What follows belongs to an exercise in optimizing a design on an open flow for small area; a production flow would make more cautious choices. Where RTL was checked, it was by simulation tests only, not by an equivalence proof against the original. Only the layout flow was run in run 1; the RTL was not checked for function there.

## flow/design.v (module list and top-level ports; edited modules follow where they fit)
// module operand_select: 46 lines
// module alu_adder: 879 lines
// module alu_core: 77 lines
// module alu_writeback: 53 lines
// module mult64_lo: 7078 lines
// module mult_pipeline: 55 lines
// module exec_stage: 122 lines
module exec_stage
(
  input  logic              clock,
  input  logic              rst_n,
  input  logic [XLEN-1:0]   alu_npc,
  input  logic [ILEN-1:0]   alu_ir,
  input  logic [XLEN-1:0]   alu_rega,
  input  logic [XLEN-1:0]   alu_regb,
  input  logic [PREG_W-1:0] alu_dest_reg_idx,
  input  logic [1:0]        alu_opa_select,
  input  logic [1:0]        alu_opb_select,
  input  logic [4:0]        alu_func,
  input  logic              alu_rd_mem,
  input  logic              alu_wr_mem,
  input  logic              alu_cond_branch,
  input  logic              alu_uncond_branch,
  input  logic              alu_valid,
  input  logic [XLEN-1:0]   mult_npc,
  input  logic [ILEN-1:0]   mult_ir,
  input  logic [XLEN-1:0]   mult_rega,
  input  logic [XLEN-1:0]   mult_regb,
  input  logic [PREG_W-1:0] mult_dest_reg_idx,
  input  logic [1:0]        mult_opa_select,
  input  logic [1:0]        mult_opb_select,
  input  logic              mult_valid,
  output logic [XLEN-1:0]   wb_alu_npc,
  output logic [XLEN-1:0]   wb_alu_result,
  output logic [XLEN-1:0]   wb_alu_branch_target,
  output logic              wb_alu_take_branch,
  output logic              wb_alu_rd_mem,
  output logic              wb_alu_wr_mem,
  output logic              wb_alu_valid,
  output logic [PREG_W-1:0] wb_alu_dest_reg_idx,
  output logic [XLEN-1:0]   wb_alu_store_data,
  output logic [XLEN-1:0]   wb_mult_npc,
  output logic [XLEN-1:0]   wb_mult_result,
  output logic              wb_mult_valid,
  output logic [PREG_W-1:0] wb_mult_dest_reg_idx
);
  // ...
==> flow/run.sh <==
#!/bin/bash
# synth_recipe.tcl (not shown) runs the flow's synth.tcl, then flattens the netlist and writes it again
# the make line also repeats each setting of config.mk as NAME=value (left out here)
make -C /OpenROAD-flow-scripts/flow DESIGN_CONFIG=/design/flow/config.mk WORK_HOME=/design/flow/orfs CLKGATE_MAP_FILE= SYNTH_SCRIPT=/design/flow/synth_recipe.tcl finish
==> flow/config.mk <==
export PLATFORM = sky130hd
export DESIGN_NAME = exec_stage
export DESIGN_NICKNAME = exec_stage
export VERILOG_FILES = /design/flow/design.v
export SDC_FILE = /design/flow/constraint.sdc
export NUM_CORES = 4
export LEC_CHECK = 0
export ABC_AREA = 1
export CAP_MARGIN = 20
export CORE_MARGIN = 2
export CORE_UTILIZATION = 50
export SLEW_MARGIN = 20
==> flow/constraint.sdc <==
create_clock -name core_clock -period 12.5 [get_ports {clock}]
set_input_delay 2.5000 -clock core_clock [delete_from_list [all_inputs] [get_ports {clock}]]
set_output_delay 2.5000 -clock core_clock [all_outputs]
set_load 0.01 [all_outputs]
==> reports/qor.txt, run 1 <==
Critical path origin = mult_opb_select[1]
RePlAce Congestion = 1.11
routed wire length = 403,000 um
largest net degree at the start of global routing = 119
Area-dominant class = multi-input combinational cells
CTS Buf Count = 53
top routing layer used = met5
flop2flop setup slack = 11.95 ns
met2 Usage GRT = 75.7%
fraction of area in multi-input gates = 63.4%
Tap Count = 1,917
outcome = finished clean
Synth Area in XOR/XNOR = 14.0%
Post-Syn Area = 0.0731 mm2
main combinational cell family by area after synthesis = adder cells
final hold slack = 0.321 ns
Crit. path cell count = 43
Signal buf overhead = 14.8%
cell accounting for the most synthesized area = fa_1
data required time of the worst path = 13.15 ns
area grow syn2layout = 18.1%
mux contribution to synthesized area = 0%
all-layer global routing usage = 52.8%
Place WS = 0.292 ns
fin crit period = 11.95 ns
Yosys Warn Count = 9
Final Instance Area = 0.0864 mm2
Hold/Removal Path Class = reg2reg
num ports = 882
Layout Nets = 11,200
==> module alu_adder, before the edit <==
module alu_adder
(
  input  logic [63:0] opa,
  input  logic [63:0] bx,
  input  logic        sub,
  output logic [63:0] sum,
  output logic        cout
);
  wire a_g1;
  wire a_g2;
  wire a_g3;
  wire a_g4;
  wire a_g5;
  wire a_g6;
  wire a_g7;
  wire a_g8;
  wire a_g9;
  wire a_g10;
  wire a_g11;
  wire a_g12;
  wire a_g13;
  wire a_g14;
  wire a_g15;
  wire a_g16;
  wire a_g17;
  wire a_g18;
  wire a_g19;
  wire a_g20;
  wire a_g21;
  wire a_g22;
  wire a_g23;
  wire a_g24;
  wire a_g25;
  wire a_g26;
  wire a_g27;
  wire a_g28;
  wire a_g29;
  wire a_g30;
  wire a_g31;
  wire a_g32;
  wire a_g33;
  wire a_g34;
  wire a_g35;
  wire a_g36;
  wire a_g37;
  wire a_g38;
  wire a_g39;
  wire a_g40;
  wire a_g41;
  wire a_g42;
  wire a_g43;
  wire a_g44;
  wire a_g45;
  wire a_g46;
  wire a_g47;
  wire a_g48;
  wire a_g49;
  wire a_g50;
  wire a_g51;
  wire a_g52;
  wire a_g53;
  wire a_g54;
  wire a_g55;
  wire a_g56;
  wire a_g57;
  wire a_g58;
  wire a_g59;
  wire a_g60;
  wire a_g61;
  wire a_g62;
  wire a_g63;
  wire a_g64;
  wire a_p65;
  wire a_p66;
  wire a_p67;
  wire a_p68;
  wire a_p69;
  wire a_p70;
  wire a_p71;
  wire a_p72;
  wire a_p73;
  wire a_p74;
  wire a_p75;
  wire a_p76;
  wire a_p77;
  wire a_p78;
  wire a_p79;
  wire a_p80;
  wire a_p81;
  wire a_p82;
  wire a_p83;
  wire a_p84;
  wire a_p85;
  wire a_p86;
  wire a_p87;
  wire a_p88;
  wire a_p89;
  wire a_p90;
  wire a_p91;
  wire a_p92;
  wire a_p93;
  wire a_p94;
  wire a_p95;
  wire a_p96;
  wire a_p97;
  wire a_p98;
  wire a_p99;
  wire a_p100;
  wire a_p101;
  wire a_p102;
  wire a_p103;
  wire a_p104;
  wire a_p105;
  wire a_p106;
  wire a_p107;
  wire a_p108;
  wire a_p109;
  wire a_p110;
  wire a_p111;
  wire a_p112;
  wire a_p113;
  wire a_p114;
  wire a_p115;
  wire a_p116;
  wire a_p117;
  wire a_p118;
  wire a_p119;
  wire a_p120;
  wire a_p121;
  wire a_p122;
  wire a_p123;
  wire a_p124;
  wire a_p125;
  wire a_p126;
  wire a_p127;
  wire a_p128;
  wire a_g129;
  wire a_p130;
  wire a_g131;
  wire a_p132;
  wire a_g133;
  wire a_p134;
  wire a_g135;
  wire a_p136;
  wire a_g137;
  wire a_p138;
  wire a_g139;
  wire a_p140;
  wire a_g141;
  wire a_p142;
  wire a_g143;
  wire a_p144;
  wire a_g145;
  wire a_p146;
  wire a_g147;
  wire a_p148;
  wire a_g149;
  wire a_p150;
  wire a_g151;
  wire a_p152;
  wire a_g153;
  wire a_p154;
  wire a_g155;
  wire a_p156;
  wire a_g157;
  wire a_p158;
  wire a_g159;
  wire a_p160;
  wire a_g161;
  wire a_p162;
  wire a_g163;
  wire a_p164;
  wire a_g165;
  wire a_p166;
  wire a_g167;
  wire a_p168;
  wire a_g169;
  wire a_p170;
  wire a_g171;
  wire a_p172;
  wire a_g173;
  wire a_p174;
  wire a_g175;
  wire a_p176;
  wire a_g177;
  wire a_p178;
  wire a_g179;
  wire a_p180;
  wire a_g181;
  wire a_p182;
  wire a_g183;
  wire a_p184;
  wire a_g185;
  wire a_p186;
  wire a_g187;
  wire a_p188;
  wire a_g189;
  wire a_p190;
  wire a_g191;
  wire a_p192;
  wire a_g193;
  wire a_p194;
  wire a_g195;
  wire a_p196;
  wire a_g197;
  wire a_p198;
  wire a_g199;
  wire a_p200;
  wire a_g201;
  wire a_p202;
  wire a_g203;
  wire a_p204;
  wire a_g205;
  wire a_p206;
  wire a_g207;
  wire a_p208;
  wire a_g209;
  wire a_p210;
  wire a_g211;
  wire a_p212;
  wire a_g213;
  wire a_p214;
  wire a_g215;
  wire a_p216;
  wire a_g217;
  wire a_p218;
  wire a_g219;
  wire a_p220;
  wire a_g221;
  wire a_p222;
  wire a_g223;
  wire a_p224;
  wire a_g225;
  wire a_p226;
  wire a_g227;
  wire a_p228;
  wire a_g229;
  wire a_p230;
  wire a_g231;
  wire a_p232;
  wire a_g233;
  wire a_p234;
  wire a_g235;
  wire a_p236;
  wire a_g237;
  wire a_p238;
  wire a_g239;
  wire a_p240;
  wire a_g241;
  wire a_p242;
  wire a_g243;
  wire a_p244;
  wire a_g245;
  wire a_p246;
  wire a_g247;
  wire a_p248;
  wire a_g249;
  wire a_p250;
  wire a_g251;
  wire a_p252;
  wire a_g253;
  wire a_p254;
  wire a_g255;
  wire a_p256;
  wire a_g257;
  wire a_p258;
  wire a_g259;
  wire a_p260;
  wire a_g261;
  wire a_p262;
  wire a_g263;
  wire a_p264;
  wire a_g265;
  wire a_p266;
  wire a_g267;
  wire a_p268;
  wire a_g269;
  wire a_p270;
  wire a_g271;
  wire a_p272;
  wire a_g273;
  wire a_p274;
  wire a_g275;
  wire a_p276;
  wire a_g277;
  wire a_p278;
  wire a_g279;
  wire a_p280;
  wire a_g281;
  wire a_p282;
  wire a_g283;
  wire a_p284;
  wire a_g285;
  wire a_p286;
  wire a_g287;
  wire a_p288;
  wire a_g289;
  wire a_p290;
  wire a_g291;
  wire a_p292;
  wire a_g293;
  wire a_p294;
  wire a_g295;
  wire a_p296;
  wire a_g297;
  wire a_p298;
  wire a_g299;
  wire a_p300;
  wire a_g301;
  wire a_p302;
  wire a_g303;
  wire a_p304;
  wire a_g305;
  wire a_p306;
  wire a_g307;
  wire a_p308;
  wire a_g309;
  wire a_p310;
  wire a_g311;
  wire a_p312;
  wire a_g313;
  wire a_p314;
  wire a_g315;
  wire a_p316;
  wire a_g317;
  wire a_p318;
  wire a_g319;
  wire a_p320;
  wire a_g321;
  wire a_p322;
  wire a_g323;
  wire a_p324;
  wire a_g325;
  wire a_p326;
  wire a_g327;
  wire a_p328;
  wire a_g329;
  wire a_p330;
  wire a_g331;
  wire a_p332;
  wire a_g333;
  wire a_p334;
  wire a_g335;
  wire a_p336;
  wire a_g337;
  wire a_p338;
  wire a_g339;
  wire a_p340;
  wire a_g341;
  wire a_p342;
  wire a_g343;
  wire a_p344;
  wire a_g345;
  wire a_p346;
  wire a_g347;
  wire a_p348;
  wire a_g349;
  wire a_p350;
  wire a_g351;
  wire a_p352;
  wire a_g353;
  wire a_p354;
  wire a_g355;
  wire a_p356;
  wire a_g357;
  wire a_p358;
  wire a_g359;
  wire a_p360;
  wire a_g361;
  wire a_p362;
  wire a_g363;
  wire a_p364;
  wire a_g365;
  wire a_p366;
  wire a_g367;
  wire a_p368;
  wire a_g369;
  wire a_p370;
  wire a_s371;
  wire a_s372;
  wire a_s373;
  wire a_s374;
  wire a_s375;
  wire a_s376;
  wire a_s377;
  wire a_s378;
  wire a_s379;
  wire a_s380;
  wire a_s381;
  wire a_s382;
  wire a_s383;
  wire a_s384;
  wire a_s385;
  wire a_s386;
  wire a_s387;
  wire a_s388;
  wire a_s389;
  wire a_s390;
  wire a_s391;
  wire a_s392;
  wire a_s393;
  wire a_s394;
  wire a_s395;
  wire a_s396;
  wire a_s397;
  wire a_s398;
  wire a_s399;
  wire a_s400;
  wire a_s401;
  wire a_s402;
  wire a_s403;
  wire a_s404;
  wire a_s405;
  wire a_s406;
  wire a_s407;
  wire a_s408;
  wire a_s409;
  wire a_s410;
  wire a_s411;
  wire a_s412;
  wire a_s413;
  wire a_s414;
  wire a_s415;
  wire a_s416;
  wire a_s417;
  wire a_s418;
  wire a_s419;
  wire a_s420;
  wire a_s421;
  wire a_s422;
  wire a_s423;
  wire a_s424;
  wire a_s425;
  wire a_s426;
  wire a_s427;
  wire a_s428;
  wire a_s429;
  wire a_s430;
  wire a_s431;
  wire a_s432;
  wire a_s433;
  wire a_s434;
  assign a_g1 = opa[0] & bx[0];
  assign a_g2 = opa[1] & bx[1];
  assign a_g3 = opa[2] & bx[2];
  assign a_g4 = opa[3] & bx[3];
  assign a_g5 = opa[4] & bx[4];
  assign a_g6 = opa[5] & bx[5];
  assign a_g7 = opa[6] & bx[6];
  assign a_g8 = opa[7] & bx[7];
  assign a_g9 = opa[8] & bx[8];
  assign a_g10 = opa[9] & bx[9];
  assign a_g11 = opa[10] & bx[10];
  assign a_g12 = opa[11] & bx[11];
  assign a_g13 = opa[12] & bx[12];
  assign a_g14 = opa[13] & bx[13];
  assign a_g15 = opa[14] & bx[14];
  assign a_g16 = opa[15] & bx[15];
  assign a_g17 = opa[16] & bx[16];
  assign a_g18 = opa[17] & bx[17];
  assign a_g19 = opa[18] & bx[18];
  assign a_g20 = opa[19] & bx[19];
  assign a_g21 = opa[20] & bx[20];
  assign a_g22 = opa[21] & bx[21];
  assign a_g23 = opa[22] & bx[22];
  assign a_g24 = opa[23] & bx[23];
  assign a_g25 = opa[24] & bx[24];
  assign a_g26 = opa[25] & bx[25];
  assign a_g27 = opa[26] & bx[26];
  assign a_g28 = opa[27] & bx[27];
  assign a_g29 = opa[28] & bx[28];
  assign a_g30 = opa[29] & bx[29];
  assign a_g31 = opa[30] & bx[30];
  assign a_g32 = opa[31] & bx[31];
  assign a_g33 = opa[32] & bx[32];
  assign a_g34 = opa[33] & bx[33];
  assign a_g35 = opa[34] & bx[34];
  assign a_g36 = opa[35] & bx[35];
  assign a_g37 = opa[36] & bx[36];
  assign a_g38 = opa[37] & bx[37];
  assign a_g39 = opa[38] & bx[38];
  assign a_g40 = opa[39] & bx[39];
  assign a_g41 = opa[40] & bx[40];
  assign a_g42 = opa[41] & bx[41];
  assign a_g43 = opa[42] & bx[42];
  assign a_g44 = opa[43] & bx[43];
  assign a_g45 = opa[44] & bx[44];
  assign a_g46 = opa[45] & bx[45];
  assign a_g47 = opa[46] & bx[46];
  assign a_g48 = opa[47] & bx[47];
  assign a_g49 = opa[48] & bx[48];
  assign a_g50 = opa[49] & bx[49];
  assign a_g51 = opa[50] & bx[50];
  assign a_g52 = opa[51] & bx[51];
  assign a_g53 = opa[52] & bx[52];
  assign a_g54 = opa[53] & bx[53];
  assign a_g55 = opa[54] & bx[54];
  assign a_g56 = opa[55] & bx[55];
  assign a_g57 = opa[56] & bx[56];
  assign a_g58 = opa[57] & bx[57];
  assign a_g59 = opa[58] & bx[58];
  assign a_g60 = opa[59] & bx[59];
  assign a_g61 = opa[60] & bx[60];
  assign a_g62 = opa[61] & bx[61];
  assign a_g63 = opa[62] & bx[62];
  assign a_g64 = opa[63] & bx[63];
  assign a_p65 = opa[0] ^ bx[0];
  assign a_p66 = opa[1] ^ bx[1];
  assign a_p67 = opa[2] ^ bx[2];
  assign a_p68 = opa[3] ^ bx[3];
  assign a_p69 = opa[4] ^ bx[4];
  assign a_p70 = opa[5] ^ bx[5];
  assign a_p71 = opa[6] ^ bx[6];
  assign a_p72 = opa[7] ^ bx[7];
  assign a_p73 = opa[8] ^ bx[8];
  assign a_p74 = opa[9] ^ bx[9];
  assign a_p75 = opa[10] ^ bx[10];
  assign a_p76 = opa[11] ^ bx[11];
  assign a_p77 = opa[12] ^ bx[12];
  assign a_p78 = opa[13] ^ bx[13];
  assign a_p79 = opa[14] ^ bx[14];
  assign a_p80 = opa[15] ^ bx[15];
  assign a_p81 = opa[16] ^ bx[16];
  assign a_p82 = opa[17] ^ bx[17];
  assign a_p83 = opa[18] ^ bx[18];
  assign a_p84 = opa[19] ^ bx[19];
  assign a_p85 = opa[20] ^ bx[20];
  assign a_p86 = opa[21] ^ bx[21];
  assign a_p87 = opa[22] ^ bx[22];
  assign a_p88 = opa[23] ^ bx[23];
  assign a_p89 = opa[24] ^ bx[24];
  assign a_p90 = opa[25] ^ bx[25];
  assign a_p91 = opa[26] ^ bx[26];
  assign a_p92 = opa[27] ^ bx[27];
  assign a_p93 = opa[28] ^ bx[28];
  assign a_p94 = opa[29] ^ bx[29];
  assign a_p95 = opa[30] ^ bx[30];
  assign a_p96 = opa[31] ^ bx[31];
  assign a_p97 = opa[32] ^ bx[32];
  assign a_p98 = opa[33] ^ bx[33];
  assign a_p99 = opa[34] ^ bx[34];
  assign a_p100 = opa[35] ^ bx[35];
  assign a_p101 = opa[36] ^ bx[36];
  assign a_p102 = opa[37] ^ bx[37];
  assign a_p103 = opa[38] ^ bx[38];
  assign a_p104 = opa[39] ^ bx[39];
  assign a_p105 = opa[40] ^ bx[40];
  assign a_p106 = opa[41] ^ bx[41];
  assign a_p107 = opa[42] ^ bx[42];
  assign a_p108 = opa[43] ^ bx[43];
  assign a_p109 = opa[44] ^ bx[44];
  assign a_p110 = opa[45] ^ bx[45];
  assign a_p111 = opa[46] ^ bx[46];
  assign a_p112 = opa[47] ^ bx[47];
  assign a_p113 = opa[48] ^ bx[48];
  assign a_p114 = opa[49] ^ bx[49];
  assign a_p115 = opa[50] ^ bx[50];
  assign a_p116 = opa[51] ^ bx[51];
  assign a_p117 = opa[52] ^ bx[52];
  assign a_p118 = opa[53] ^ bx[53];
  assign a_p119 = opa[54] ^ bx[54];
  assign a_p120 = opa[55] ^ bx[55];
  assign a_p121 = opa[56] ^ bx[56];
  assign a_p122 = opa[57] ^ bx[57];
  assign a_p123 = opa[58] ^ bx[58];
  assign a_p124 = opa[59] ^ bx[59];
  assign a_p125 = opa[60] ^ bx[60];
  assign a_p126 = opa[61] ^ bx[61];
  assign a_p127 = opa[62] ^ bx[62];
  assign a_p128 = opa[63] ^ bx[63];
  assign a_g129 = a_g1 | (a_p65 & sub);
  assign a_p130 = a_p65 & 1'b0;
  assign a_g131 = a_g3 | (a_p67 & a_g2);
  assign a_p132 = a_p67 & a_p66;
  assign a_g133 = a_g5 | (a_p69 & a_g4);
  assign a_p134 = a_p69 & a_p68;
  assign a_g135 = a_g7 | (a_p71 & a_g6);
  assign a_p136 = a_p71 & a_p70;
  assign a_g137 = a_g9 | (a_p73 & a_g8);
  assign a_p138 = a_p73 & a_p72;
  assign a_g139 = a_g11 | (a_p75 & a_g10);
  assign a_p140 = a_p75 & a_p74;
  assign a_g141 = a_g13 | (a_p77 & a_g12);
  assign a_p142 = a_p77 & a_p76;
  assign a_g143 = a_g15 | (a_p79 & a_g14);
  assign a_p144 = a_p79 & a_p78;
  assign a_g145 = a_g17 | (a_p81 & a_g16);
  assign a_p146 = a_p81 & a_p80;
  assign a_g147 = a_g19 | (a_p83 & a_g18);
  assign a_p148 = a_p83 & a_p82;
  assign a_g149 = a_g21 | (a_p85 & a_g20);
  assign a_p150 = a_p85 & a_p84;
  assign a_g151 = a_g23 | (a_p87 & a_g22);
  assign a_p152 = a_p87 & a_p86;
  assign a_g153 = a_g25 | (a_p89 & a_g24);
  assign a_p154 = a_p89 & a_p88;
  assign a_g155 = a_g27 | (a_p91 & a_g26);
  assign a_p156 = a_p91 & a_p90;
  assign a_g157 = a_g29 | (a_p93 & a_g28);
  assign a_p158 = a_p93 & a_p92;
  assign a_g159 = a_g31 | (a_p95 & a_g30);
  assign a_p160 = a_p95 & a_p94;
  assign a_g161 = a_g33 | (a_p97 & a_g32);
  assign a_p162 = a_p97 & a_p96;
  assign a_g163 = a_g35 | (a_p99 & a_g34);
  assign a_p164 = a_p99 & a_p98;
  assign a_g165 = a_g37 | (a_p101 & a_g36);
  assign a_p166 = a_p101 & a_p100;
  assign a_g167 = a_g39 | (a_p103 & a_g38);
  assign a_p168 = a_p103 & a_p102;
  assign a_g169 = a_g41 | (a_p105 & a_g40);
  assign a_p170 = a_p105 & a_p104;
  assign a_g171 = a_g43 | (a_p107 & a_g42);
  assign a_p172 = a_p107 & a_p106;
  assign a_g173 = a_g45 | (a_p109 & a_g44);
  assign a_p174 = a_p109 & a_p108;
  assign a_g175 = a_g47 | (a_p111 & a_g46);
  assign a_p176 = a_p111 & a_p110;
  assign a_g177 = a_g49 | (a_p113 & a_g48);
  assign a_p178 = a_p113 & a_p112;
  assign a_g179 = a_g51 | (a_p115 & a_g50);
  assign a_p180 = a_p115 & a_p114;
  assign a_g181 = a_g53 | (a_p117 & a_g52);
  assign a_p182 = a_p117 & a_p116;
  assign a_g183 = a_g55 | (a_p119 & a_g54);
  assign a_p184 = a_p119 & a_p118;
  assign a_g185 = a_g57 | (a_p121 & a_g56);
  assign a_p186 = a_p121 & a_p120;
  assign a_g187 = a_g59 | (a_p123 & a_g58);
  assign a_p188 = a_p123 & a_p122;
  assign a_g189 = a_g61 | (a_p125 & a_g60);
  assign a_p190 = a_p125 & a_p124;
  assign a_g191 = a_g63 | (a_p127 & a_g62);
  assign a_p192 = a_p127 & a_p126;
  assign a_g193 = a_g131 | (a_p132 & a_g129);
  assign a_p194 = a_p132 & a_p130;
  assign a_g195 = a_g135 | (a_p136 & a_g133);
  assign a_p196 = a_p136 & a_p134;
  assign a_g197 = a_g139 | (a_p140 & a_g137);
  assign a_p198 = a_p140 & a_p138;
  assign a_g199 = a_g143 | (a_p144 & a_g141);
  assign a_p200 = a_p144 & a_p142;
  assign a_g201 = a_g147 | (a_p148 & a_g145);
  assign a_p202 = a_p148 & a_p146;
  assign a_g203 = a_g151 | (a_p152 & a_g149);
  assign a_p204 = a_p152 & a_p150;
  assign a_g205 = a_g155 | (a_p156 & a_g153);
  assign a_p206 = a_p156 & a_p154;
  assign a_g207 = a_g159 | (a_p160 & a_g157);
  assign a_p208 = a_p160 & a_p158;
  assign a_g209 = a_g163 | (a_p164 & a_g161);
  assign a_p210 = a_p164 & a_p162;
  assign a_g211 = a_g167 | (a_p168 & a_g165);
  assign a_p212 = a_p168 & a_p166;
  assign a_g213 = a_g171 | (a_p172 & a_g169);
  assign a_p214 = a_p172 & a_p170;
  assign a_g215 = a_g175 | (a_p176 & a_g173);
  assign a_p216 = a_p176 & a_p174;
  assign a_g217 = a_g179 | (a_p180 & a_g177);
  assign a_p218 = a_p180 & a_p178;
  assign a_g219 = a_g183 | (a_p184 & a_g181);
  assign a_p220 = a_p184 & a_p182;
  assign a_g221 = a_g187 | (a_p188 & a_g185);
  assign a_p222 = a_p188 & a_p186;
  assign a_g223 = a_g191 | (a_p192 & a_g189);
  assign a_p224 = a_p192 & a_p190;
  assign a_g225 = a_g195 | (a_p196 & a_g193);
  assign a_p226 = a_p196 & a_p194;
  assign a_g227 = a_g199 | (a_p200 & a_g197);
  assign a_p228 = a_p200 & a_p198;
  assign a_g229 = a_g203 | (a_p204 & a_g201);
  assign a_p230 = a_p204 & a_p202;
  assign a_g231 = a_g207 | (a_p208 & a_g205);
  assign a_p232 = a_p208 & a_p206;
  assign a_g233 = a_g211 | (a_p212 & a_g209);
  assign a_p234 = a_p212 & a_p210;
  assign a_g235 = a_g215 | (a_p216 & a_g213);
  assign a_p236 = a_p216 & a_p214;
  assign a_g237 = a_g219 | (a_p220 & a_g217);
  assign a_p238 = a_p220 & a_p218;
  assign a_g239 = a_g223 | (a_p224 & a_g221);
  assign a_p240 = a_p224 & a_p222;
  assign a_g241 = a_g227 | (a_p228 & a_g225);
  assign a_p242 = a_p228 & a_p226;
  assign a_g243 = a_g231 | (a_p232 & a_g229);
  assign a_p244 = a_p232 & a_p230;
  assign a_g245 = a_g235 | (a_p236 & a_g233);
  assign a_p246 = a_p236 & a_p234;
  assign a_g247 = a_g239 | (a_p240 & a_g237);
  assign a_p248 = a_p240 & a_p238;
  assign a_g249 = a_g243 | (a_p244 & a_g241);
  assign a_p250 = a_p244 & a_p242;
  assign a_g251 = a_g247 | (a_p248 & a_g245);
  assign a_p252 = a_p248 & a_p246;
  assign a_g253 = a_g251 | (a_p252 & a_g249);
  assign a_p254 = a_p252 & a_p250;
  assign a_g255 = a_g245 | (a_p246 & a_g249);
  assign a_p256 = a_p246 & a_p250;
  assign a_g257 = a_g229 | (a_p230 & a_g241);
  assign a_p258 = a_p230 & a_p242;
  assign a_g259 = a_g233 | (a_p234 & a_g249);
  assign a_p260 = a_p234 & a_p250;
  assign a_g261 = a_g237 | (a_p238 & a_g255);
  assign a_p262 = a_p238 & a_p256;
  assign a_g263 = a_g197 | (a_p198 & a_g225);
  assign a_p264 = a_p198 & a_p226;
  assign a_g265 = a_g201 | (a_p202 & a_g241);
  assign a_p266 = a_p202 & a_p242;
  assign a_g267 = a_g205 | (a_p206 & a_g257);
  assign a_p268 = a_p206 & a_p258;
  assign a_g269 = a_g209 | (a_p210 & a_g249);
  assign a_p270 = a_p210 & a_p250;
  assign a_g271 = a_g213 | (a_p214 & a_g259);
  assign a_p272 = a_p214 & a_p260;
  assign a_g273 = a_g217 | (a_p218 & a_g255);
  assign a_p274 = a_p218 & a_p256;
  assign a_g275 = a_g221 | (a_p222 & a_g261);
  assign a_p276 = a_p222 & a_p262;
  assign a_g277 = a_g133 | (a_p134 & a_g193);
  assign a_p278 = a_p134 & a_p194;
  assign a_g279 = a_g137 | (a_p138 & a_g225);
  assign a_p280 = a_p138 & a_p226;
  assign a_g281 = a_g141 | (a_p142 & a_g263);
  assign a_p282 = a_p142 & a_p264;
  assign a_g283 = a_g145 | (a_p146 & a_g241);
  assign a_p284 = a_p146 & a_p242;
  assign a_g285 = a_g149 | (a_p150 & a_g265);
  assign a_p286 = a_p150 & a_p266;
  assign a_g287 = a_g153 | (a_p154 & a_g257);
  assign a_p288 = a_p154 & a_p258;
  assign a_g289 = a_g157 | (a_p158 & a_g267);
  assign a_p290 = a_p158 & a_p268;
  assign a_g291 = a_g161 | (a_p162 & a_g249);
  assign a_p292 = a_p162 & a_p250;
  assign a_g293 = a_g165 | (a_p166 & a_g269);
  assign a_p294 = a_p166 & a_p270;
  assign a_g295 = a_g169 | (a_p170 & a_g259);
  assign a_p296 = a_p170 & a_p260;
  assign a_g297 = a_g173 | (a_p174 & a_g271);
  assign a_p298 = a_p174 & a_p272;
  assign a_g299 = a_g177 | (a_p178 & a_g255);
  assign a_p300 = a_p178 & a_p256;
  assign a_g301 = a_g181 | (a_p182 & a_g273);
  assign a_p302 = a_p182 & a_p274;
  assign a_g303 = a_g185 | (a_p186 & a_g261);
  assign a_p304 = a_p186 & a_p262;
  assign a_g305 = a_g189 | (a_p190 & a_g275);
  assign a_p306 = a_p190 & a_p276;
  assign a_g307 = a_g2 | (a_p66 & a_g129);
  assign a_p308 = a_p66 & a_p130;
  assign a_g309 = a_g4 | (a_p68 & a_g193);
  assign a_p310 = a_p68 & a_p194;
  assign a_g311 = a_g6 | (a_p70 & a_g277);
  assign a_p312 = a_p70 & a_p278;
  assign a_g313 = a_g8 | (a_p72 & a_g225);
  assign a_p314 = a_p72 & a_p226;
  assign a_g315 = a_g10 | (a_p74 & a_g279);
  assign a_p316 = a_p74 & a_p280;
  assign a_g317 = a_g12 | (a_p76 & a_g263);
  assign a_p318 = a_p76 & a_p264;
  assign a_g319 = a_g14 | (a_p78 & a_g281);
  assign a_p320 = a_p78 & a_p282;
  assign a_g321 = a_g16 | (a_p80 & a_g241);
  assign a_p322 = a_p80 & a_p242;
  assign a_g323 = a_g18 | (a_p82 & a_g283);
  assign a_p324 = a_p82 & a_p284;
  assign a_g325 = a_g20 | (a_p84 & a_g265);
  assign a_p326 = a_p84 & a_p266;
  assign a_g327 = a_g22 | (a_p86 & a_g285);
  assign a_p328 = a_p86 & a_p286;
  assign a_g329 = a_g24 | (a_p88 & a_g257);
  assign a_p330 = a_p88 & a_p258;
  assign a_g331 = a_g26 | (a_p90 & a_g287);
  assign a_p332 = a_p90 & a_p288;
  assign a_g333 = a_g28 | (a_p92 & a_g267);
  assign a_p334 = a_p92 & a_p268;
  assign a_g335 = a_g30 | (a_p94 & a_g289);
  assign a_p336 = a_p94 & a_p290;
  assign a_g337 = a_g32 | (a_p96 & a_g249);
  assign a_p338 = a_p96 & a_p250;
  assign a_g339 = a_g34 | (a_p98 & a_g291);
  assign a_p340 = a_p98 & a_p292;
  assign a_g341 = a_g36 | (a_p100 & a_g269);
  assign a_p342 = a_p100 & a_p270;
  assign a_g343 = a_g38 | (a_p102 & a_g293);
  assign a_p344 = a_p102 & a_p294;
  assign a_g345 = a_g40 | (a_p104 & a_g259);
  assign a_p346 = a_p104 & a_p260;
  assign a_g347 = a_g42 | (a_p106 & a_g295);
  assign a_p348 = a_p106 & a_p296;
  assign a_g349 = a_g44 | (a_p108 & a_g271);
  assign a_p350 = a_p108 & a_p272;
  assign a_g351 = a_g46 | (a_p110 & a_g297);
  assign a_p352 = a_p110 & a_p298;
  assign a_g353 = a_g48 | (a_p112 & a_g255);
  assign a_p354 = a_p112 & a_p256;
  assign a_g355 = a_g50 | (a_p114 & a_g299);
  assign a_p356 = a_p114 & a_p300;
  assign a_g357 = a_g52 | (a_p116 & a_g273);
  assign a_p358 = a_p116 & a_p274;
  assign a_g359 = a_g54 | (a_p118 & a_g301);
  assign a_p360 = a_p118 & a_p302;
  assign a_g361 = a_g56 | (a_p120 & a_g261);
  assign a_p362 = a_p120 & a_p262;
  assign a_g363 = a_g58 | (a_p122 & a_g303);
  assign a_p364 = a_p122 & a_p304;
  assign a_g365 = a_g60 | (a_p124 & a_g275);
  assign a_p366 = a_p124 & a_p276;
  assign a_g367 = a_g62 | (a_p126 & a_g305);
  assign a_p368 = a_p126 & a_p306;
  assign a_g369 = a_g64 | (a_p128 & a_g253);
  assign a_p370 = a_p128 & a_p254;
  assign a_s371 = a_p65 ^ sub;
  assign a_s372 = a_p66 ^ a_g129;
  assign a_s373 = a_p67 ^ a_g307;
  assign a_s374 = a_p68 ^ a_g193;
  assign a_s375 = a_p69 ^ a_g309;
  assign a_s376 = a_p70 ^ a_g277;
  assign a_s377 = a_p71 ^ a_g311;
  assign a_s378 = a_p72 ^ a_g225;
  assign a_s379 = a_p73 ^ a_g313;
  assign a_s380 = a_p74 ^ a_g279;
  assign a_s381 = a_p75 ^ a_g315;
  assign a_s382 = a_p76 ^ a_g263;
  assign a_s383 = a_p77 ^ a_g317;
  assign a_s384 = a_p78 ^ a_g281;
  assign a_s385 = a_p79 ^ a_g319;
  assign a_s386 = a_p80 ^ a_g241;
  assign a_s387 = a_p81 ^ a_g321;
  assign a_s388 = a_p82 ^ a_g283;
  assign a_s389 = a_p83 ^ a_g323;
  assign a_s390 = a_p84 ^ a_g265;
  assign a_s391 = a_p85 ^ a_g325;
  assign a_s392 = a_p86 ^ a_g285;
  assign a_s393 = a_p87 ^ a_g327;
  assign a_s394 = a_p88 ^ a_g257;
  assign a_s395 = a_p89 ^ a_g329;
  assign a_s396 = a_p90 ^ a_g287;
  assign a_s397 = a_p91 ^ a_g331;
  assign a_s398 = a_p92 ^ a_g267;
  assign a_s399 = a_p93 ^ a_g333;
  assign a_s400 = a_p94 ^ a_g289;
  assign a_s401 = a_p95 ^ a_g335;
  assign a_s402 = a_p96 ^ a_g249;
  assign a_s403 = a_p97 ^ a_g337;
  assign a_s404 = a_p98 ^ a_g291;
  assign a_s405 = a_p99 ^ a_g339;
  assign a_s406 = a_p100 ^ a_g269;
  assign a_s407 = a_p101 ^ a_g341;
  assign a_s408 = a_p102 ^ a_g293;
  assign a_s409 = a_p103 ^ a_g343;
  assign a_s410 = a_p104 ^ a_g259;
  assign a_s411 = a_p105 ^ a_g345;
  assign a_s412 = a_p106 ^ a_g295;
  assign a_s413 = a_p107 ^ a_g347;
  assign a_s414 = a_p108 ^ a_g271;
  assign a_s415 = a_p109 ^ a_g349;
  assign a_s416 = a_p110 ^ a_g297;
  assign a_s417 = a_p111 ^ a_g351;
  assign a_s418 = a_p112 ^ a_g255;
  assign a_s419 = a_p113 ^ a_g353;
  assign a_s420 = a_p114 ^ a_g299;
  assign a_s421 = a_p115 ^ a_g355;
  assign a_s422 = a_p116 ^ a_g273;
  assign a_s423 = a_p117 ^ a_g357;
  assign a_s424 = a_p118 ^ a_g301;
  assign a_s425 = a_p119 ^ a_g359;
  assign a_s426 = a_p120 ^ a_g261;
  assign a_s427 = a_p121 ^ a_g361;
  assign a_s428 = a_p122 ^ a_g303;
  assign a_s429 = a_p123 ^ a_g363;
  assign a_s430 = a_p124 ^ a_g275;
  assign a_s431 = a_p125 ^ a_g365;
  assign a_s432 = a_p126 ^ a_g305;
  assign a_s433 = a_p127 ^ a_g367;
  assign a_s434 = a_p128 ^ a_g253;
  assign sum = {a_s434, a_s433, a_s432, a_s431, a_s430, a_s429, a_s428, a_s427, a_s426, a_s425, a_s424, a_s423, a_s422, a_s421, a_s420, a_s419, a_s418, a_s417, a_s416, a_s415, a_s414, a_s413, a_s412, a_s411, a_s410, a_s409, a_s408, a_s407, a_s406, a_s405, a_s404, a_s403, a_s402, a_s401, a_s400, a_s399, a_s398, a_s397, a_s396, a_s395, a_s394, a_s393, a_s392, a_s391, a_s390, a_s389, a_s388, a_s387, a_s386, a_s385, a_s384, a_s383, a_s382, a_s381, a_s380, a_s379, a_s378, a_s377, a_s376, a_s375, a_s374, a_s373, a_s372, a_s371};
  assign cout = a_g369;
endmodule
==> module alu_core, before the edit <==
module alu_core
(
  input  logic [XLEN-1:0]   ops_opa,
  input  logic [XLEN-1:0]   ops_opb,
  input  logic [XLEN-1:0]   ops_npc,
  input  logic [PREG_W-1:0] ops_dest_reg_idx,
  input  logic              ops_valid,
  input  exec_pkg::alu_func_t       func,
  output logic [XLEN-1:0] result
);
  localparam int SHAMT_W = $clog2(XLEN);
  logic              sub;
  logic [XLEN-1:0]   bx;
  logic [XLEN-1:0]   sum;
  logic              cout;
  logic [XLEN-1:0]   x_and, x_or, x_xor;
  logic              lt_signed, lt_unsigned, equal;
  logic              sll, fill;
  logic [XLEN-1:0]   sh_in;
  logic [XLEN-1:0]   sh_lvl [SHAMT_W+1];
  logic [XLEN-1:0]   shr, shl;
  logic [SHAMT_W-1:0] shamt;
  assign sub = func[0] | func[3];
  assign bx  = ops_opb ^ {XLEN{sub}};
  alu_adder add0 (
    .opa  (ops_opa),
    .bx   (bx),
    .sub  (sub),
    .sum  (sum),
    .cout (cout)
  );
  assign x_and = ops_opa & ops_opb;
  assign x_or  = ops_opa | ops_opb;
  assign x_xor = ops_opa ^ ops_opb;
  assign equal       = ~|x_xor;
  assign lt_unsigned = ~cout;
  assign lt_signed   = (ops_opa[XLEN-1] ^ ops_opb[XLEN-1]) ? ops_opa[XLEN-1] : sum[XLEN-1];
  assign shamt = ops_opb[SHAMT_W-1:0];
  assign sll   = (func == ALU_SLL);
  assign fill  = (func == ALU_SRA) & ops_opa[XLEN-1];
  for (genvar i = 0; i < XLEN; i++) begin : g_rev
    assign sh_in[i] = sll ? ops_opa[XLEN-1-i] : ops_opa[i];
    assign shl[i]   = shr[XLEN-1-i];
  end
  assign sh_lvl[0] = sh_in;
  for (genvar l = 0; l < SHAMT_W; l++) begin : g_sh
    assign sh_lvl[l+1] = shamt[l] ? {{(1 << l){fill}}, sh_lvl[l][XLEN-1:(1 << l)]} : sh_lvl[l];
  end
  assign shr = sh_lvl[SHAMT_W];
  always_comb
  begin
    case (func)
      ALU_ADDQ, ALU_SUBQ:
        result = sum;
      ALU_AND:
        result = x_and;
      ALU_BIS:
        result = x_or;
      ALU_XOR:
        result = x_xor;
      ALU_SLL:
        result = shl;
      ALU_SRL, ALU_SRA:
        result = shr;
      ALU_CMPEQ:
        result = {{(XLEN-1){1'b0}}, equal};
      ALU_CMPLT:
        result = {{(XLEN-1){1'b0}}, lt_signed};
      ALU_CMPLE:
        result = {{(XLEN-1){1'b0}}, lt_signed | equal};
      ALU_CMPULT:
        result = {{(XLEN-1){1'b0}}, lt_unsigned};
      default:
        result = OPB_POISON;                     
    endcase
  end
endmodule
==> inputs of run 2 (changes only) <==
--- a/flow/design.v
+++ b/flow/design.v
@@ -129,6 +129,8 @@
   input  logic [63:0] bx,
   input  logic        sub,
   output logic [63:0] sum,
+  output logic [63:0] gen,
+  output logic [63:0] prop,
   output logic        cout
 );
   wire a_g1;
@@ -1000,6 +1002,8 @@
   assign a_s433 = a_p127 ^ a_g367;
   assign a_s434 = a_p128 ^ a_g253;
   assign sum = {a_s434, a_s433, a_s432, a_s431, a_s430, a_s429, a_s428, a_s427, a_s426, a_s425, a_s424, a_s423, a_s422, a_s421, a_s420, a_s419, a_s418, a_s417, a_s416, a_s415, a_s414, a_s413, a_s412, a_s411, a_s410, a_s409, a_s408, a_s407, a_s406, a_s405, a_s404, a_s403, a_s402, a_s401, a_s400, a_s399, a_s398, a_s397, a_s396, a_s395, a_s394, a_s393, a_s392, a_s391, a_s390, a_s389, a_s388, a_s387, a_s386, a_s385, a_s384, a_s383, a_s382, a_s381, a_s380, a_s379, a_s378, a_s377, a_s376, a_s375, a_s374, a_s373, a_s372, a_s371};
+  assign gen = {a_g64, a_g63, a_g62, a_g61, a_g60, a_g59, a_g58, a_g57, a_g56, a_g55, a_g54, a_g53, a_g52, a_g51, a_g50, a_g49, a_g48, a_g47, a_g46, a_g45, a_g44, a_g43, a_g42, a_g41, a_g40, a_g39, a_g38, a_g37, a_g36, a_g35, a_g34, a_g33, a_g32, a_g31, a_g30, a_g29, a_g28, a_g27, a_g26, a_g25, a_g24, a_g23, a_g22, a_g21, a_g20, a_g19, a_g18, a_g17, a_g16, a_g15, a_g14, a_g13, a_g12, a_g11, a_g10, a_g9, a_g8, a_g7, a_g6, a_g5, a_g4, a_g3, a_g2, a_g1};
+  assign prop = {a_p128, a_p127, a_p126, a_p125, a_p124, a_p123, a_p122, a_p121, a_p120, a_p119, a_p118, a_p117, a_p116, a_p115, a_p114, a_p113, a_p112, a_p111, a_p110, a_p109, a_p108, a_p107, a_p106, a_p105, a_p104, a_p103, a_p102, a_p101, a_p100, a_p99, a_p98, a_p97, a_p96, a_p95, a_p94, a_p93, a_p92, a_p91, a_p90, a_p89, a_p88, a_p87, a_p86, a_p85, a_p84, a_p83, a_p82, a_p81, a_p80, a_p79, a_p78, a_p77, a_p76, a_p75, a_p74, a_p73, a_p72, a_p71, a_p70, a_p69, a_p68, a_p67, a_p66, a_p65};
   assign cout = a_g369;
 endmodule
 module alu_core
@@ -1017,6 +1021,7 @@
   logic [XLEN-1:0]   bx;
   logic [XLEN-1:0]   sum;
   logic              cout;
+  logic [XLEN-1:0]   gen, prop;
   logic [XLEN-1:0]   x_and, x_or, x_xor;
   logic              lt_signed, lt_unsigned, equal;
   logic              sll, fill;
@@ -1031,12 +1036,14 @@
     .bx   (bx),
     .sub  (sub),
     .sum  (sum),
+    .gen  (gen),
+    .prop (prop),
     .cout (cout)
   );
-  assign x_and = ops_opa & ops_opb;
-  assign x_or  = ops_opa | ops_opb;
-  assign x_xor = ops_opa ^ ops_opb;
-  assign equal       = ~|x_xor;
+  assign x_and = gen;
+  assign x_or  = gen | prop;
+  assign x_xor = prop;
+  assign equal       = &prop;
   assign lt_unsigned = ~cout;
   assign lt_signed   = (ops_opa[XLEN-1] ^ ops_opb[XLEN-1]) ? ops_opa[XLEN-1] : sum[XLEN-1];
   assign shamt = ops_opb[SHAMT_W-1:0];
==> flow/flow/run.sh (new file) <==
#!/bin/bash
# The standard layout (standard.sh) with three changes:
#  - Yosys's synth runs without its generic "abc -fast" step (SYNTH_ARGS=-noabc),
#    so the full adders written in the RTL reach extract_fa as written;
#  - the cell mapping uses flow/abc_area.script (area-oriented &nf mapping,
#    no ABC buffering or sizing; placement and repair do that);
#  - the port buffers are the smallest buffer cell, buf_1.
# Each tool's output is in orfs/logs/; the make output is in standard_flow.log.
set -euo pipefail
here=$(pwd)
rm -rf "$here/scripts_alt"
cp -r "$FLOW_HOME/scripts" "$here/scripts_alt"
cp "$here/flow/abc_area.script" "$here/scripts_alt/abc_area.script"
export SCRIPTS_DIR="$here/scripts_alt"
export SYNTH_ARGS="-noabc"
export BUFFER_PORTS_ARGS="-buffer_cell sky130_fd_sc_hd__buf_1"
bash standard.sh finish > standard_flow.log 2>&1
==> flow/flow/abc_area.script (new file) <==
&get -n
&st
&dch
&nf -a -R 1000
&put
topo
stime -c
==> flow/standard.sh (new file) <==
#!/bin/bash
# synth_recipe.tcl (not shown) runs the flow's synth.tcl, then flattens the netlist and writes it again
# the make line also repeats each setting of config.mk as NAME=value (left out here)
make -C /OpenROAD-flow-scripts/flow DESIGN_CONFIG=/design/flow/config.mk WORK_HOME=/design/flow/orfs CLKGATE_MAP_FILE= SYNTH_SCRIPT=/design/flow/synth_recipe.tcl "${@:-finish}"
removed: flow/run.sh
==> reports/qor.txt, run 2 <==
Syn Area/Cell = 10.0 um2 (was 8.18 um2)
layout cells sized above 1 = 8.95% (was 7.50%)
Routed WL per cell = 32.2 um (was 35.2 um)
Synth Register Bits = 540 (unchanged)
RR Endpoint = mult0.prod_q[3][21] (was mult0.npc_q[2][55])
vias in the first global route = 62,500 (was 76,100)
Post-DP HPWL = 231,000 um (was 311,000 um)
Starting Density = 50.4% (was 50.3%)
Place WS = 0.215 ns (was 0.292 ns)
setup ws final = 0.347 ns (was 0.553 ns)
Final Hold Fails = 0 (unchanged)
root buffer cell = clkbuf_16 (unchanged)
fin crit period = 12.15 ns (was 11.95 ns)
hold depth = 0 (unchanged)
clock-pin slew on the worst setup and hold paths = 0.06 ns (about the same)
relative slew slack = 12.6% (was 15.2%)
Critical Path End Type = output pin (was flip-flop)
M1 WL = 107,000 um (was 126,000 um)
worst-skew pair later-pin latency = 0.69 ns (was 0.70 ns)
Worst path top cell family by delay = compound AO/OA/AOI/OAI gates (was adder cells)
clk buf depth = 3 (unchanged)
data required time of the worst path = 10.00 ns (was 13.15 ns)
Residual DRC = 0 (unchanged)
setup violators final = 0 (unchanged)
largest net degree at the start of global routing = 98 (was 119)
core area = 0.128 mm2 (was 0.145 mm2)
period utilisation layout = 97.2% (was 95.6%)
Crit. path cell count = 40 (was 43)
f_max = 0.0823 GHz (was 0.0837 GHz)
1st-iter DRT viols = 8,152 (was 10,700)
Die W = 363 um (was 386 um)
Die ar. = 0.132 mm2 (was 0.149 mm2)
most frequent cells in the layout = 962 x o22ai_1, 951 x fa_1, 931 x xnor2_1, 855 x buf_1, 536 x dfxtp_1 (was 1,129 x xor2_1, 1,105 x nand2_1, 1,004 x o22ai_1, 963 x fa_1, 959 x nand3_1)
outcome = finished clean (unchanged)
TritonCTS clock tree = yes (unchanged)
met3 WL = 35,400 um (was 61,200 um)
async set or reset register ratio after synthesis = 0.741% (unchanged)
RePlAce Congestion = 1.04 (was 1.11)
flop2flop setup slack = 11.97 ns (was 11.95 ns)
Worst Skew = 0.0313 ns (was 0.0199 ns)
commonest non-fill, non-tap cell in the layout = o22ai_1 (was xor2_1)
Non-Filler Instances = 9,348 (was 11,400)
htree depth = 2 (unchanged)
area grow syn2layout = 18.0% (was 18.1%)
Worst EP arrival = 9.65 ns (was 12.59 ns)
cells after synthesis = 6,439 (was 8,937)
Reg-to-Reg Start = mult0.prod_q[2][21] (was mult0.npc_q[1][55])
Pins Over Slew Limit = 0 (unchanged)
Slowest-stage cell, CP = a211o_1 (was clkdlybuf4s50_1)
final antenna-violating net count = 0 (unchanged)
main flop type after synthesis = dfxtp_1 (unchanged)
num ports = 882 (unchanged)
# clock sinks = 540 (unchanged)
via count = 62,800 (was 75,700)
Slew @ Worst Pin = 1.30 ns (was 1.27 ns)
worst reg2reg path depth = 0 (unchanged)
final hold slack = 0.301 ns (was 0.321 ns)
GRT overflow = 0 (unchanged)
Finished Core Util = 59.5% (was 59.4%)
routed wire length = 301,000 um (was 403,000 um)
top flop regs = mult0.npc_q: 256 flops, mult0.prod_q: 256 flops, mult0.dest_q: 24 flops (unchanged)
Hold/Removal Path Class = reg2reg (unchanged)
Net Count, Synth = 8,144 (was 10,700)
largest cells by area after synthesis = fa_1 30%, dfxtp_1 17%, xnor2_1 13% (was fa_1 26%, dfxtp_1 15%, xor2_1 14%)
all-layer global routing usage = 45.1% (was 52.8%)
DR vias/cell = 6.72 (was 6.62)
hold wc startpoint = mult0.npc_q[0][57] (was mult0.prod_q[1][23])
Synth top area share = 30.0% (was 26.4%)
cell accounting for the most synthesized area = fa_1 (unchanged)
CP Launch Type = primary input (unchanged)
Layout Nets = 9,337 (was 11,200)
Max Cap Viol = 0 (unchanged)
top routing layer used = met5 (unchanged)
first-pass GRT wire length = 435,000 um (was 562,000 um)
Hold EP = mult0.npc_q[1][57] (was mult0.prod_q[2][23])
RSZ-0062 raised after global routing = false (unchanged)
Post-Syn Area = 0.0644 mm2 (was 0.0731 mm2)
hold_buf cts = 0 (unchanged)
Yosys Warn Count = 9 (unchanged)
Largest stage delay, worst path = 0.47 ns (was 0.72 ns)
Post-Place Cells = 9,237 (was 11,300)
Port Buf Inserts = 862 (unchanged)
initial antenna violation count = 16 (was 31)
most frequent cells after synthesis = 964 x fa_1, 963 x o22ai_1, 949 x xnor2_1 (was 1,130 x xor2_1, 1,116 x nand2_1, 1,004 x o22ai_1)
Bufs and invs on worst path = 5 (was 8)
FP Rows = 131 (was 140)
worst-path fanout max = 21 (was 35)
Post-synth EDFFs = 0 (unchanged)
CP Class = in2out (was in2reg)
height of the die = 363 um (was 386 um)
DRT Pass-1 Iters = 8 (was 15)
register area share after synthesis = 16.8% (was 14.8%)
TNS Setup = 0 ns (unchanged)
CTS Buf Count = 54 (was 53)
synth unique cells = 49 (was 66)
most numerous cell in the Yosys netlist = fa_1 (was xor2_1)
DR WL met2 = 133,000 um (was 161,000 um)
## run 2: changes by cell type after synthesis, sizes merged, moves of 53 or more
cell / change
a21oi: +307
a221oi: +118
a22oi: +157
buf: -236
clkbuf: -467
clkinv: +143
ha: -53
inv: -962
mux2i: +80
nand2: -776
nand3: -940
xnor2: +908
xor2: -809
## run 2: repair_timing
| item | CTS | global route |
|---|---|---|
| setup endpoints to repair | 0 | 4 |
| hold endpoints to repair | 0 | 0 |
| resized for setup | 0 | 7 |
| setup buffers | 0 | 0 |
## run 2: worst max path at each step
| stage | startpoint | to | slack [ns] |
|---|---|---|---|
| final | alu_opb_select[0] | wb_alu_result[62] | 0.35 |
| after floorplan | mult_opb_select[0] | mult0.prod_q[0][63] | -1.28 |
| after global routing | alu_opb_select[0] | wb_alu_result[62] | 0.04 |
| after CTS | alu_opb_select[0] | wb_alu_result[62] | 0.20 |
| after detailed placement | alu_opb_select[0] | wb_alu_result[62] | 0.22 |
| after global placement | alu_opb_select[1] | wb_alu_result[62] | 0.33 |
## run 2: final cells by class
cell class,instances,area [um2]
inverter,169,687
clock buffer,68,1480
tap,1662,2080
clock inverter,33,420
fill,11600,51700
timing repair buffer,1266,6920
sequential,540,10800
multi-input combinational,5601,53500
antenna,9,22.5
## run 2: layer usage
metal | vias up | track usage (%)
met5 | - | 0
met4 | 10 | 30.4
met3 | 1157 | 13.9
met2 | 4569 | 69.1
met1 | 31100 | 54.5
li1 | 26000 | -
## run 2: metrics by stage
stage / area (um2)
floorplan: 64800
global placement: 73900
detailed placement: 74000
CTS: 75900
global route: 75900
finish: 76000
## run 2: cell families after synthesis
logic type / count (synthesis) / synth area share (%)
compound gates: 2155 / 21.2
xor+xnor: 1270 / 17.3
fa+ha+maj: 1224 / 35.0
buf+inv: 298 / 2.49
flops: 540 / 16.8
mux: 89 / 1.40
simple gates: 863 / 5.77
==> module operand_select, before the edit <==
module operand_select
(
  input  logic [XLEN-1:0]   npc,
  input  exec_pkg::inst_word_t        ir,
  input  logic [XLEN-1:0]   rega,
  input  logic [XLEN-1:0]   regb,
  input  exec_pkg::opa_sel_t          opa_select,
  input  exec_pkg::opb_sel_t          opb_select,
  input  logic [PREG_W-1:0] dest_reg_idx,
  input  logic              valid,
  output logic [XLEN-1:0]   ops_opa,
  output logic [XLEN-1:0]   ops_opb,
  output logic [XLEN-1:0]   ops_npc,
  output logic [PREG_W-1:0] ops_dest_reg_idx,
  output logic              ops_valid
);
  logic [XLEN-1:0] mem_disp;
  logic [XLEN-1:0] br_disp;
  logic [XLEN-1:0] alu_imm;
  assign mem_disp = {{(XLEN-MEM_DISP_W){ir.mem.disp[MEM_DISP_W-1]}}, ir.mem.disp};
  assign br_disp  = {{(XLEN-BR_DISP_W-2){ir.br.disp[BR_DISP_W-1]}},
                     ir.br.disp, 2'b00};           
  assign alu_imm  = {{(XLEN-LIT_W){1'b0}}, ir.op.lit};    
  always_comb
  begin
    ops_opa = rega;
    case (opa_select)
      ALU_OPA_IS_REGA:     ops_opa = rega;
      ALU_OPA_IS_MEM_DISP: ops_opa = mem_disp;
      ALU_OPA_IS_NPC:      ops_opa = npc;
      ALU_OPA_IS_NOT3:     ops_opa = NOT3_MASK;
    endcase
  end
  always_comb
  begin
    case (opb_select)
      ALU_OPB_IS_REGB:    ops_opb = regb;
      ALU_OPB_IS_ALU_IMM: ops_opb = alu_imm;
      ALU_OPB_IS_BR_DISP: ops_opb = br_disp;
      default:            ops_opb = OPB_POISON;   
    endcase
  end
  assign ops_npc          = npc;
  assign ops_dest_reg_idx = dest_reg_idx;
  assign ops_valid        = valid;
endmodule
==> module alu_writeback, before the edit <==
module alu_writeback
(
  input  logic [XLEN-1:0]   ops_opa,
  input  logic [XLEN-1:0]   ops_opb,
  input  logic [XLEN-1:0]   ops_npc,
  input  logic [PREG_W-1:0] ops_dest_reg_idx,
  input  logic              ops_valid,
  input  exec_pkg::inst_word_t        ir,
  input  logic [XLEN-1:0]   rega,
  input  logic [XLEN-1:0]   raw_result,
  input  logic              rd_mem,
  input  logic              wr_mem,
  input  logic              cond_branch,
  input  logic              uncond_branch,
  output logic [XLEN-1:0]   result,
  output logic [XLEN-1:0]   branch_target,
  output logic [XLEN-1:0]   store_data,
  output logic              take_branch,
  output logic              mem_read,
  output logic              mem_write,
  output logic [PREG_W-1:0] dest_reg_idx
);
  exec_pkg::br_cond_t cond;
  logic     rega_zero;
  logic     rega_neg;
  logic     cond_true;
  assign cond      = exec_pkg::br_cond_t'(ir.br.opcode[2:0]);
  assign rega_zero = (rega == '0);
  assign rega_neg  = rega[XLEN-1];
  always_comb
  begin
    cond_true = 1'b0;
    case (cond)
      BR_LBC: cond_true = ~rega[0];
      BR_EQ:  cond_true = rega_zero;
      BR_LT:  cond_true = rega_neg;
      BR_LE:  cond_true = rega_neg | rega_zero;
      BR_LBS: cond_true = rega[0];
      BR_NE:  cond_true = ~rega_zero;
      BR_GE:  cond_true = ~rega_neg;
      BR_GT:  cond_true = ~rega_neg & ~rega_zero;
    endcase
  end
  assign take_branch = ops_valid & (uncond_branch | (cond_branch & cond_true));
  assign result        = !ops_valid   ? '0 :
                         uncond_branch ? ops_npc :
                                         raw_result;
  assign branch_target = ops_valid ? raw_result : '0;    
  assign mem_read  = ops_valid & rd_mem;
  assign mem_write = ops_valid & wr_mem;
  assign dest_reg_idx = (rd_mem | wr_mem) ? ZERO_REG : ops_dest_reg_idx;
  assign store_data   = rega;
endmodule
==> inputs of run 3 (changes only) <==
--- a/flow/design.v
+++ b/flow/design.v
@@ -98,25 +98,14 @@
   assign br_disp  = {{(XLEN-BR_DISP_W-2){ir.br.disp[BR_DISP_W-1]}},
                      ir.br.disp, 2'b00};           
   assign alu_imm  = {{(XLEN-LIT_W){1'b0}}, ir.op.lit};    
-  always_comb
-  begin
-    ops_opa = rega;
-    case (opa_select)
-      ALU_OPA_IS_REGA:     ops_opa = rega;
-      ALU_OPA_IS_MEM_DISP: ops_opa = mem_disp;
-      ALU_OPA_IS_NPC:      ops_opa = npc;
-      ALU_OPA_IS_NOT3:     ops_opa = NOT3_MASK;
-    endcase
-  end
-  always_comb
-  begin
-    case (opb_select)
-      ALU_OPB_IS_REGB:    ops_opb = regb;
-      ALU_OPB_IS_ALU_IMM: ops_opb = alu_imm;
-      ALU_OPB_IS_BR_DISP: ops_opb = br_disp;
-      default:            ops_opb = OPB_POISON;   
-    endcase
-  end
+  assign ops_opa = ({XLEN{opa_select == ALU_OPA_IS_REGA}}     & rega) |
+                   ({XLEN{opa_select == ALU_OPA_IS_MEM_DISP}} & mem_disp) |
+                   ({XLEN{opa_select == ALU_OPA_IS_NPC}}      & npc) |
+                   ({XLEN{opa_select == ALU_OPA_IS_NOT3}}     & NOT3_MASK);
+  assign ops_opb = ({XLEN{opb_select == ALU_OPB_IS_REGB}}    & regb) |
+                   ({XLEN{opb_select == ALU_OPB_IS_ALU_IMM}} & alu_imm) |
+                   ({XLEN{opb_select == ALU_OPB_IS_BR_DISP}} & br_disp) |
+                   ({XLEN{opb_select == 2'h3}}               & OPB_POISON);
   assign ops_npc          = npc;
   assign ops_dest_reg_idx = dest_reg_idx;
   assign ops_valid        = valid;
@@ -1026,7 +1015,7 @@
   logic              lt_signed, lt_unsigned, equal;
   logic              sll, fill;
   logic [XLEN-1:0]   sh_in;
-  logic [XLEN-1:0]   sh_lvl [SHAMT_W+1];
+  logic [XLEN-1:0]   sh_lvl [4];
   logic [XLEN-1:0]   shr, shl;
   logic [SHAMT_W-1:0] shamt;
   assign sub = func[0] | func[3];
@@ -1053,38 +1042,35 @@
     assign sh_in[i] = sll ? ops_opa[XLEN-1-i] : ops_opa[i];
     assign shl[i]   = shr[XLEN-1-i];
   end
+  logic [3:0]       dsel [3];
   assign sh_lvl[0] = sh_in;
-  for (genvar l = 0; l < SHAMT_W; l++) begin : g_sh
-    assign sh_lvl[l+1] = shamt[l] ? {{(1 << l){fill}}, sh_lvl[l][XLEN-1:(1 << l)]} : sh_lvl[l];
-  end
-  assign shr = sh_lvl[SHAMT_W];
-  always_comb
-  begin
-    case (func)
-      ALU_ADDQ, ALU_SUBQ:
-        result = sum;
-      ALU_AND:
-        result = x_and;
-      ALU_BIS:
-        result = x_or;
-      ALU_XOR:
-        result = x_xor;
-      ALU_SLL:
-        result = shl;
-      ALU_SRL, ALU_SRA:
-        result = shr;
-      ALU_CMPEQ:
-        result = {{(XLEN-1){1'b0}}, equal};
-      ALU_CMPLT:
-        result = {{(XLEN-1){1'b0}}, lt_signed};
-      ALU_CMPLE:
-        result = {{(XLEN-1){1'b0}}, lt_signed | equal};
-      ALU_CMPULT:
-        result = {{(XLEN-1){1'b0}}, lt_unsigned};
-      default:
-        result = OPB_POISON;                     
-    endcase
+  for (genvar l = 0; l < 3; l++) begin : g_sh
+    localparam int K = 1 << (2 * l);
+    logic [1:0] sa;
+    logic [XLEN-1:0] src, r1, r2, r3;
+    assign sa = shamt[2*l+1:2*l];
+    assign dsel[l] = {sa == 2'd3, sa == 2'd2, sa == 2'd1, sa == 2'd0};
+    assign src = sh_lvl[l];
+    assign r1 = {{K{fill}}, src[XLEN-1:K]};
+    assign r2 = {{(2*K){fill}}, src[XLEN-1:2*K]};
+    assign r3 = {{(3*K){fill}}, src[XLEN-1:3*K]};
+    assign sh_lvl[l+1] = ({XLEN{dsel[l][0]}} & src) | ({XLEN{dsel[l][1]}} & r1) |
+                         ({XLEN{dsel[l][2]}} & r2) | ({XLEN{dsel[l][3]}} & r3);
   end
+  assign shr = sh_lvl[3];
+  logic e_sum, e_gen, e_prop, e_shr, e_shl, e_bad;
+  logic cmp_bit;
+  assign e_sum  = (func == ALU_ADDQ) | (func == ALU_SUBQ);
+  assign e_gen  = (func == ALU_AND) | (func == ALU_BIS);
+  assign e_prop = (func == ALU_BIS) | (func == ALU_XOR);
+  assign e_shr  = (func == ALU_SRL) | (func == ALU_SRA);
+  assign e_shl  = (func == ALU_SLL);
+  assign e_bad  = ~(e_sum | e_gen | e_prop | e_shr | e_shl | (func[4:2] == 3'b011));
+  assign cmp_bit = ((func == ALU_CMPEQ) & equal) | ((func == ALU_CMPLT) & lt_signed) |
+                   ((func == ALU_CMPLE) & (lt_signed | equal)) | ((func == ALU_CMPULT) & lt_unsigned);
+  assign result = ({XLEN{e_sum}} & sum) | ({XLEN{e_gen}} & gen) | ({XLEN{e_prop}} & prop) |
+                  ({XLEN{e_shr}} & shr) | ({XLEN{e_shl}} & shl) | ({XLEN{e_bad}} & OPB_POISON) |
+                  {{(XLEN-1){1'b0}}, cmp_bit};
 endmodule
 `timescale 1ns/1ps
 import exec_pkg::*;
@@ -1132,10 +1118,11 @@
     endcase
   end
   assign take_branch = ops_valid & (uncond_branch | (cond_branch & cond_true));
-  assign result        = !ops_valid   ? '0 :
-                         uncond_branch ? ops_npc :
-                                         raw_result;
-  assign branch_target = ops_valid ? raw_result : '0;    
+  logic sel_raw, sel_npc;
+  assign sel_raw = ops_valid & ~uncond_branch;
+  assign sel_npc = ops_valid & uncond_branch;
+  assign result        = ({XLEN{sel_raw}} & raw_result) | ({XLEN{sel_npc}} & ops_npc);
+  assign branch_target = {XLEN{ops_valid}} & raw_result;    
   assign mem_read  = ops_valid & rd_mem;
   assign mem_write = ops_valid & wr_mem;
   assign dest_reg_idx = (rd_mem | wr_mem) ? ZERO_REG : ops_dest_reg_idx;
==> reports/qor.txt, run 3 <==
Bufs and invs on worst path = 6 (was 5)
Max Cap Viol = 0 (unchanged)
Syn Area/Cell = 10.3 um2 (was 10.0 um2)
Post-synth EDFFs = 0 (unchanged)
flop2flop setup slack = 11.81 ns (was 11.97 ns)
fillers = 10,800 (was 11,600)
Worst path top cell family by delay = compound AO/OA/AOI/OAI gates (unchanged)
Worst Skew = 0.0671 ns (was 0.0313 ns)
top flop regs = mult0.npc_q: 256 flops, mult0.prod_q: 256 flops, mult0.dest_q: 24 flops (unchanged)
setup violators final = 0 (unchanged)
outcome = finished clean (unchanged)
CP Launch Type = primary input (unchanged)
TritonCTS clock tree = yes (unchanged)
Net Count, Synth = 7,656 (was 8,144)
num ports = 882 (unchanged)
cells after synthesis = 6,023 (was 6,439)
Critical Path End Type = output pin (unchanged)
first-pass GRT wire length = 449,000 um (was 435,000 um)
period utilisation layout = 97.4% (was 97.2%)
initial antenna violation count = 20 (was 16)
Post-Place Cells = 8,814 (was 9,237)
Crit. path cell count = 43 (was 40)
Final Instance Area = 0.0737 mm2 (was 0.0760 mm2)
via count = 62,700 (was 62,800)
layout cells sized above 1 = 9.49% (was 8.95%)
Starting Density = 50.3% (was 50.4%)
most numerous cell in the Yosys netlist = o22ai_1 (was fa_1)
setup ws final = 0.319 ns (was 0.347 ns)
Yosys Warn Count = 9 (unchanged)
vias in the first global route = 61,600 (was 62,500)
relative slew slack = 16.9% (was 12.6%)
htree depth = 2 (unchanged)
DR vias/cell = 7.02 (was 6.72)
root buffer cell = clkbuf_16 (unchanged)
1st-iter DRT viols = 9,611 (was 8,152)
fin crit period = 12.18 ns (was 12.15 ns)
Worst EP arrival = 9.68 ns (was 9.65 ns)
data required time of the worst path = 10.00 ns (about the same)
dpl cell area = 0.0717 mm2 (was 0.0740 mm2)
Port Buf Inserts = 862 (unchanged)
Slew @ Worst Pin = 1.23 ns (was 1.30 ns)
Slowest-stage cell, CP = a222oi_1 (was a211o_1)
final antenna-violating net count = 0 (unchanged)
Pins Over Slew Limit = 0 (unchanged)
all-layer global routing usage = 48.7% (was 45.1%)
worst-skew pair later-pin latency = 0.70 ns (was 0.69 ns)
Place WS = -0.0251 ns (was 0.215 ns)
Residual DRC = 0 (unchanged)
commonest non-fill, non-tap cell in the layout = o22ai_1 (unchanged)
CP Class = in2out (unchanged)
async set or reset register ratio after synthesis = 0.741% (unchanged)
core area = 0.123 mm2 (was 0.128 mm2)
largest net degree at the start of global routing = 72 (was 98)
synth unique cells = 50 (was 49)
Largest stage delay, worst path = 0.40 ns (was 0.47 ns)
routed wire length = 314,000 um (was 301,000 um)
area grow syn2layout = 18.8% (was 18.0%)
RePlAce Congestion = 1.05 (was 1.04)
worst reg2reg path depth = 0 (unchanged)
GRT overflow = 0 (unchanged)
CTS Buf Count = 55 (was 54)
Layout Nets = 8,872 (was 9,337)
run 3: changes by cell type after synthesis, moves of 47 or more:
cell      delta
xnor2_1    -212
nand2_1     -71
a22o_1      +55
a222oi_1    +68
a21oi_1    -165
mux2i_1     -49
a22oi_1    -152
o22ai_1    +219
clkinv_1   -111
and2_0      +47
ha_1        -72
xor2_1     +216
o21ai_0    -108
run 3: logic make-up after synthesis:
group	Yosys count	share of synthesized area (%)
AO/OA/AOI/OAI	2019	21.4
XOR/XNOR	1274	18.0
adder cells (fa/ha/maj)	1152	34.9
buffers and inverters	187	1.91
flip-flops	540	17.5
multiplexers	31	0.500
AND/OR/NAND/NOR	820	5.86
run 3: layout make-up:
class	instances	area, um2	area share [%]
diodes	12	30.0	0.0408
flip-flops and latches	540	10800	14.7
inverters	58	219	0.297
well taps	1637	2050	2.78
repair buffers	1288	7130	9.68
clock inverters	25	282	0.382
clock buffers	77	1540	2.09
multi-input cells	5296	51600	70.0
run 3: final timing paths:
kind,to,start
min reg2reg,mult0.prod_q[2][21],mult0.prod_q[1][21]
max,wb_alu_result[60],alu_opa_select[1]
min,mult0.prod_q[2][21],mult0.prod_q[1][21]
max reg2reg,mult0.prod_q[1][24],mult0.prod_q[0][24]
max in group asynchronous,mult0.valid_q[0],rst_n
min in group asynchronous,mult0.valid_q[1],rst_n
run 3: repair_timing:
action | CTS | global route
gates cloned | 0 | 0
hold buffers | 0 | 0
gates resized for setup | 1 | 20
setup endpoints to repair | 2 | 16
pin swaps | 0 | 9
buffers inserted | 0 | 5
run 3: through the flow:
stage,utilization [%],TNS [ns]
6_report,59.7,0
4_1_cts,59.6,0
3_3_place_gp,58.1,0
2_1_floorplan,-,-22.09
3_5_place_dp,58.1,-0.0251
5_1_grt,59.7,-0.426
run 3: routing by layer:
metal	wire length (um)	GRT usage (%)	vias up
met5	144	0	-
met4	25300	30.6	18
met3	43700	17.7	1297
met2	134000	71.9	5364
met1	111000	60.6	31000
li1	-	-	25000

## what the ideal ports hide
No port has a modelled driver above. Below, the same layouts with a new extraction and two added sets of constraints.
Step 1 sets driving cells, clkbuf_16 on the clock port and buf_2 on the other inputs (assumed; they add their load-dependent delay and slew).
Step 2 moves the port delays by t, midway between the first and last clock arrival at a register: inputs arrive t later, outputs are due t later. That takes back most of the time a late clock gives input paths.
Three values: ideal, step 1, step 2; two values: the first two.
| run | t, ns | setup WS [ns] | worst setup path after step 2 | worst slew at a driven data input, ns | cell pins on the clock port's net |
|---|---|---|---|---|---|
| run 1 | 0.774 | 0.553 / 0.567 / -0.173 | input to register | 0.25 | 1 |
| run 2 | 0.758 | 0.347 / 0.307 / 0.306 | input to register | 0.18 | 1 |
| run 3 | 0.748 | 0.319 / 0.280 / -0.182 | input to register | 0.24 | 1 |
Met with ideal ports but missed after step 2: setup timing in run 1 and run 3. For run 1, which loses most, drivers alone change the setup slack by +0.014 ns; drivers and shift together by -0.726 ns.
